This design comes from an exercise in tuning for small area on the open sky130 flow, not from production work.
At most, simulation tests tie the RTL to the original design; equivalence was not proved.

== v6 ==
==> flow/design.v <==
`timescale 1ns/10ps
module udp_echo_top (
    input  logic        clk,
    input  logic        reset,
    input  logic        miso,
    output logic        sck,
    output logic        mosi,
    output logic        ssel_n,
    input  logic [63:0] tx_data,
    output logic [63:0] rx_data,
    output logic        pkg_timeout
);
    localparam logic [31:0] msg_id = 32'h7469_7277;
    localparam logic [3:0] s_init = 4'd0, s_idle = 4'd2, s_rsr = 4'd3,
        s_pull = 4'd4, s_rd_lo = 4'd5, s_rd_hi = 4'd6, s_recv = 4'd7, s_dest = 4'd8,
        s_push = 4'd9, s_wr_lo = 4'd10, s_wr_hi = 4'd11, s_send = 4'd12,
        s_rd_lo_g = 4'd13, s_rd_hi_g = 4'd14, s_recv_g = 4'd15;
    localparam logic [32*32-1:0] init_rom = {32'h00030800, 32'h00110C56, 32'h00100C09, 32'h000F0C02, 32'h000E0C0A, 32'h000D0CA8, 32'h000C0CC0, 32'h00010C01, 32'h00050C56, 32'h00040C09, 32'h001F0C10, 32'h001E0C10, 32'h00000C02, 32'h00080400, 32'h000704FF, 32'h000604FF, 32'h000504FF, 32'h00040401, 32'h0003040A, 32'h000204A8, 32'h000104C0, 32'h001204C1, 32'h0011040A, 32'h001004A8, 32'h000F04C0, 32'h000E041C, 32'h000D04E3, 32'h000C04CC, 32'h000B04FA, 32'h000A04AF, 32'h000904AA, 32'h002E04D8};
    logic [3:0] state;
    logic waiting;
    logic done;
    logic [4:0] sub;         
    logic [3:0] poll_cnt;
    logic tx_request;
    logic [15:0] rd_ptr;
    logic [15:3] wr_ptr;
    logic [7:0] bit_cnt;
    logic match;
    logic [63:0] chain;
    logic [47:0] peer;
    logic peer_def;
    logic [31:0] rx_low;
    logic rx_valid;
    logic active;
    logic is_pull;
    logic is_push;
    logic is_cmd;
    logic last;
    logic issue;
    logic begin_frame;
    logic shift_en;
    logic rx_acc;
    logic commit;
    logic peer_load;
    logic [7:0] read_byte;
    logic size_ok;
    logic [31:0] cmdv;
    logic cmd_bit;
    logic [7:0] peer_byte;
    assign active = !ssel_n;
    assign is_pull = (state == s_pull);
    assign is_push = (state == s_push);
    assign is_cmd = !is_pull && !is_push;
    assign last = is_pull ? (bit_cnt == 8'd152) : is_push ? (bit_cnt == 8'd88) : (bit_cnt == 8'd32);
    assign issue = !waiting && state != s_idle;
    assign begin_frame = waiting && !active && !done;
    assign rx_acc = (state == s_idle) && sub[4];
    assign commit = issue && state == s_rd_lo_g;
    assign read_byte = chain[7:0];
    assign size_ok = (read_byte == 8'd16);
    assign cmd_bit = use_var ? var_byte[~bit_cnt[2:0]] : cmdv[~bit_cnt[4:0]];
    assign mosi = active && !last &&
                  ((is_cmd || bit_cnt < 8'd24) ? cmd_bit : (is_push && chain[63]));
    assign shift_en = active && !last &&
                      (is_push ? (sck && bit_cnt >= 8'd24) :
                       (!sck && !(is_pull && bit_cnt >= 8'd88 && bit_cnt < 8'd120)));
    assign peer_load = active && is_pull && bit_cnt == 8'd120 && !sck && match;
    always_comb begin
        case (sub[2:0])
            3'd1: peer_byte = peer[47:40];
            3'd2: peer_byte = peer[39:32];
            3'd3: peer_byte = peer[31:24];
            3'd4: peer_byte = peer[23:16];
            3'd5: peer_byte = peer[15:8];
            default: peer_byte = peer[7:0];
        endcase
    end
    logic use_var;
    logic var_hi;
    logic [7:0] var_byte;
    logic [7:0] wr_lo_byte;
    assign wr_lo_byte = {wr_ptr[7:3], 3'd0};
    assign var_hi = (is_pull || is_push) ? !bit_cnt[3] : (state == s_rd_hi || state == s_rd_hi_g || state == s_wr_hi);
    always_comb begin
        case (state)
            s_pull, s_rd_lo, s_rd_hi, s_rd_lo_g, s_rd_hi_g: var_byte = var_hi ? rd_ptr[15:8] : rd_ptr[7:0];
            s_push, s_wr_lo, s_wr_hi: var_byte = var_hi ? wr_ptr[15:8] : wr_lo_byte;
            default: var_byte = peer_byte;
        endcase
    end
    always_comb begin
        case (state)
            s_pull, s_push: use_var = !bit_cnt[4];
            s_rd_lo, s_rd_hi, s_rd_lo_g, s_rd_hi_g, s_wr_lo, s_wr_hi: use_var = bit_cnt[4] && bit_cnt[3];
            s_dest: use_var = !peer_def && bit_cnt[4] && bit_cnt[3];
            default: use_var = 1'b0;
        endcase
    end
    always_comb begin
        case (state)
            s_init, s_dest: cmdv = init_rom[32 * sub +: 32];
            s_rsr: cmdv = 32'h0027_0800;
            s_pull: cmdv = 32'h0000_1800;
            s_rd_lo, s_rd_lo_g: cmdv = 32'h0029_0C00;
            s_rd_hi, s_rd_hi_g: cmdv = 32'h0028_0C00;
            s_recv, s_recv_g: cmdv = 32'h0001_0C40;
            s_push: cmdv = 32'h0000_1400;
            s_wr_lo: cmdv = 32'h0025_0C00;
            s_wr_hi: cmdv = 32'h0024_0C00;
            default: cmdv = 32'h0001_0C20;
        endcase
    end
    always_ff @(posedge clk) begin
        done <= 1'b0;
        if (reset) begin
            ssel_n <= 1'b1;
            sck <= 1'b0;
            bit_cnt <= '0;
        end else if (begin_frame) begin
            ssel_n <= 1'b0;
            sck <= 1'b0;
            bit_cnt <= '0;
        end else if (active) begin
            if (last) begin
                ssel_n <= 1'b1;
                done <= 1'b1;
            end else if (!sck) begin
                sck <= 1'b1;
            end else begin
                sck <= 1'b0;
                bit_cnt <= bit_cnt + 8'd1;
            end
        end
    end
    always_ff @(posedge clk) begin
        if (issue) begin
            chain <= tx_data;
        end else if (shift_en) begin
            chain <= {chain[62:0], miso};
        end
    end
    always_ff @(posedge clk) begin
        if (issue) begin
            match <= 1'b1;
        end else if (active && !sck && is_pull && bit_cnt >= 8'd88 && bit_cnt < 8'd120) begin
            match <= match && (miso == msg_id[5'd23 - bit_cnt[4:0]]);
        end
    end
    always_ff @(posedge clk) begin
        if (reset) begin
            state <= s_init;
            waiting <= 1'b0;
            sub <= '0;
            poll_cnt <= '0;
            rd_ptr <= '0;
            wr_ptr <= '0;
            tx_request <= 1'b0;
        end else if (waiting) begin
            if (done) begin
                waiting <= 1'b0;
                case (state)
                    s_init: begin
                        if (sub != 5'd31 || read_byte == 8'h22) sub <= sub + 5'd1;
                        if (sub == 5'd31 && read_byte == 8'h22) state <= s_idle;
                    end
                    s_rsr: begin
                        if (read_byte == 8'd0) begin
                            state <= s_idle;
                        end else if (size_ok) begin
                            state <= s_pull;
                        end else begin
                            rd_ptr <= rd_ptr + {8'd0, read_byte};
                            state <= s_rd_lo;
                        end
                    end
                    s_pull: begin
                        rd_ptr <= rd_ptr + 16'd16;
                        state <= s_rd_lo_g;
                    end
                    s_rd_lo: state <= s_rd_hi;
                    s_rd_hi: state <= s_recv;
                    s_rd_lo_g: state <= s_rd_hi_g;
                    s_rd_hi_g: state <= s_recv_g;
                    s_recv: state <= s_idle;
                    s_recv_g: begin
                        sub <= 5'd25;
                        state <= s_dest;
                    end
                    s_dest: begin
                        sub <= sub + 5'd1;
                        if (sub == 5'd30) state <= s_idle;
                    end
                    s_push: begin
                        wr_ptr <= wr_ptr + 13'd1;
                        state <= s_wr_lo;
                    end
                    s_wr_lo: state <= s_wr_hi;
                    s_wr_hi: state <= s_send;
                    default: begin
                        tx_request <= 1'b0;
                        state <= s_idle;
                    end
                endcase
            end
        end else if (state == s_idle) begin
            if (rx_acc) begin
                sub <= sub + 5'd1;
                tx_request <= 1'b1;
            end
            if (tx_request) begin
                state <= s_push;
            end else if (poll_cnt == 4'd10) begin
                poll_cnt <= '0;
                state <= s_rsr;
            end else begin
                poll_cnt <= poll_cnt + 4'd1;
            end
        end else begin
            waiting <= 1'b1;
        end
    end
    always_ff @(posedge clk) begin
        if (reset) begin
            peer_def <= 1'b1;
        end else if (peer_load) begin
            peer_def <= 1'b0;
        end
        if (peer_load) peer <= chain[63:16];
    end
    always_ff @(posedge clk) begin
        if (reset) begin
            rx_valid <= 1'b0;
            rx_low <= '0;
        end else if (commit && match) begin
            rx_valid <= 1'b1;
            rx_low <= chain[31:0];
        end
    end
    assign rx_data = {rx_valid ? msg_id : 32'd0, rx_low};
    localparam logic [22:0] lfsr_at_timeout = 23'h30F84F;
    logic [22:0] lfsr;
    always_ff @(posedge clk) begin
        if (reset || rx_acc) begin
            lfsr <= '0;
            pkg_timeout <= 1'b0;
        end else begin
            lfsr <= {lfsr[21:0], ~(lfsr[22] ^ lfsr[17])};
            if (lfsr == lfsr_at_timeout) pkg_timeout <= 1'b1;
        end
    end
endmodule
export LEC_CHECK = 0
export CAP_MARGIN = 20
export CORE_MARGIN = 2
export CORE_UTILIZATION = 40
export SLEW_MARGIN = 20
create_clock -name core_clock -period 5.0 [get_ports {clk}]
standard.sh (not shown) runs the stock make flow with config.mk's settings and CLKGATE_MAP_FILE= SYNTH_SCRIPT=/design/flow/synth_recipe.tcl, a recipe that flattens the netlist after the stock synthesis.
==> flow/flow/run.sh <==
#!/bin/bash
# Own layout flow: the standard flow (standard.sh) with an area-oriented ABC
# script, a clock tree without dummy loads, and small port buffers.
set -euo pipefail
WORK=$(pwd)
# A copy of ORFS's scripts whose only change is the ABC mapping script
rm -rf "$WORK/scripts_mod"
cp -r "$FLOW_HOME/scripts" "$WORK/scripts_mod"
cp "$WORK/flow/abc.script" "$WORK/scripts_mod/abc_speed.script"
export SCRIPTS_DIR="$WORK/scripts_mod"
export CTS_ARGS="-sink_clustering_enable -repair_clock_nets -dont_use_dummy_load -buf_list sky130_fd_sc_hd__clkbuf_8 -sink_clustering_size 16 -sink_clustering_max_diameter 80"
export BUFFER_PORTS_ARGS="-buffer_cell sky130_fd_sc_hd__buf_1"
bash standard.sh > "$WORK/standard_flow.log" 2>&1
==> flow/flow/abc.script <==
strash
&get -n
&fraig -x
&put
scorr
dc2
strash
&get -n
&deepsyn -T 60
&dch -f
&nf -R 1000
&put
The following lists how v7 was set up differently from v6:
--- a/flow/design.v
+++ b/flow/design.v
@@ -11,6 +11,7 @@
     output logic        pkg_timeout
 );
     localparam logic [31:0] msg_id = 32'h7469_7277;
+    localparam logic [47:0] default_peer = {8'd192, 8'd168, 8'd10, 8'd2, 16'd2390};
     localparam logic [3:0] s_init = 4'd0, s_idle = 4'd2, s_rsr = 4'd3,
         s_pull = 4'd4, s_rd_lo = 4'd5, s_rd_hi = 4'd6, s_recv = 4'd7, s_dest = 4'd8,
         s_push = 4'd9, s_wr_lo = 4'd10, s_wr_hi = 4'd11, s_send = 4'd12,
@@ -47,6 +48,7 @@
     logic [31:0] cmdv;
     logic cmd_bit;
     logic [7:0] peer_byte;
+    logic [47:0] peer_cur;
     assign active = !ssel_n;
     assign is_pull = (state == s_pull);
     assign is_push = (state == s_push);
@@ -54,7 +56,7 @@
     assign last = is_pull ? (bit_cnt == 8'd152) : is_push ? (bit_cnt == 8'd88) : (bit_cnt == 8'd32);
     assign issue = !waiting && state != s_idle;
     assign begin_frame = waiting && !active && !done;
-    assign rx_acc = (state == s_idle) && sub[4];
+    assign rx_acc = (state == s_idle) && sub[1];
     assign commit = issue && state == s_rd_lo_g;
     assign read_byte = chain[7:0];
     assign size_ok = (read_byte == 8'd16);
@@ -67,12 +69,12 @@
     assign peer_load = active && is_pull && bit_cnt == 8'd120 && !sck && match;
     always_comb begin
         case (sub[2:0])
-            3'd1: peer_byte = peer[47:40];
-            3'd2: peer_byte = peer[39:32];
-            3'd3: peer_byte = peer[31:24];
-            3'd4: peer_byte = peer[23:16];
-            3'd5: peer_byte = peer[15:8];
-            default: peer_byte = peer[7:0];
+            3'd0: peer_byte = peer_def ? default_peer[47:40] : peer[47:40];
+            3'd1: peer_byte = peer_def ? default_peer[39:32] : peer[39:32];
+            3'd2: peer_byte = peer_def ? default_peer[31:24] : peer[31:24];
+            3'd3: peer_byte = peer_def ? default_peer[23:16] : peer[23:16];
+            3'd4: peer_byte = peer_def ? default_peer[15:8] : peer[15:8];
+            default: peer_byte = peer_def ? default_peer[7:0] : peer[7:0];
         endcase
     end
     logic use_var;
@@ -91,19 +93,19 @@
     always_comb begin
         case (state)
             s_pull, s_push: use_var = !bit_cnt[4];
-            s_rd_lo, s_rd_hi, s_rd_lo_g, s_rd_hi_g, s_wr_lo, s_wr_hi: use_var = bit_cnt[4] && bit_cnt[3];
-            s_dest: use_var = !peer_def && bit_cnt[4] && bit_cnt[3];
+            s_rd_lo, s_rd_hi, s_rd_lo_g, s_rd_hi_g, s_wr_lo, s_wr_hi, s_dest: use_var = bit_cnt[4] && bit_cnt[3];
             default: use_var = 1'b0;
         endcase
     end
     always_comb begin
         case (state)
-            s_init, s_dest: cmdv = init_rom[32 * sub +: 32];
+            s_init: cmdv = init_rom[32 * sub +: 32];
             s_rsr: cmdv = 32'h0027_0800;
             s_pull: cmdv = 32'h0000_1800;
             s_rd_lo, s_rd_lo_g: cmdv = 32'h0029_0C00;
             s_rd_hi, s_rd_hi_g: cmdv = 32'h0028_0C00;
             s_recv, s_recv_g: cmdv = 32'h0001_0C40;
+            s_dest: cmdv = {16'h000C + {13'd0, sub[2:0]}, 8'h0C, 8'h00};
             s_push: cmdv = 32'h0000_1400;
             s_wr_lo: cmdv = 32'h0025_0C00;
             s_wr_hi: cmdv = 32'h0024_0C00;
@@ -182,13 +184,10 @@
                     s_rd_lo_g: state <= s_rd_hi_g;
                     s_rd_hi_g: state <= s_recv_g;
                     s_recv: state <= s_idle;
-                    s_recv_g: begin
-                        sub <= 5'd25;
-                        state <= s_dest;
-                    end
+                    s_recv_g: state <= s_dest;
                     s_dest: begin
                         sub <= sub + 5'd1;
-                        if (sub == 5'd30) state <= s_idle;
+                        if (sub == 5'd5) state <= s_idle;
                     end
                     s_push: begin
                         wr_ptr <= wr_ptr + 13'd1;
@@ -204,7 +203,7 @@
             end
         end else if (state == s_idle) begin
             if (rx_acc) begin
-                sub <= sub + 5'd1;
+                sub <= '0;
                 tx_request <= 1'b1;
             end
             if (tx_request) begin
Findings:
v6 → v7: placed cell area now sits at about the same level; half-perimeter wire length of the detailed placement result went up by about 5%; number of buffer and inverter instances along the worst setup path has decreased; share of the final layout cell area in multi-input gates went up 0.28 points; wire length of the first global-routing pass saw an increase.
For v7, only the layout was checked, not whether the RTL still works.

-- port drivers added, routing unchanged --
Ports are ideal in the flow. The routed layouts listed here were re-timed in OpenROAD.
Step 1 sets driving cells, clkbuf_16 on the clock port and buf_2 on the other inputs (assumed; they add their load-dependent delay and slew).
Step 2, shift: input delay + t, output delay - t, t = (earliest + latest rising clock arrival at the registers) / 2. This alone moves slack from input paths to output paths.
Three values: no drivers, after step 1, after step 2; two values: the first two.
run	shift t [ns]	setup slack, ns	clock arrival spread, ns	worst slew at a driven data input, ns	cell pins on the clock port's net
v6	0.535	0.265 / 0.222 / 0.757	0.096 / 0.095	0.05	1
v7	0.562	0.291 / 0.243 / 0.805	0.049 / 0.049	0.05	1
After both steps setup and hold are still met in every run listed.
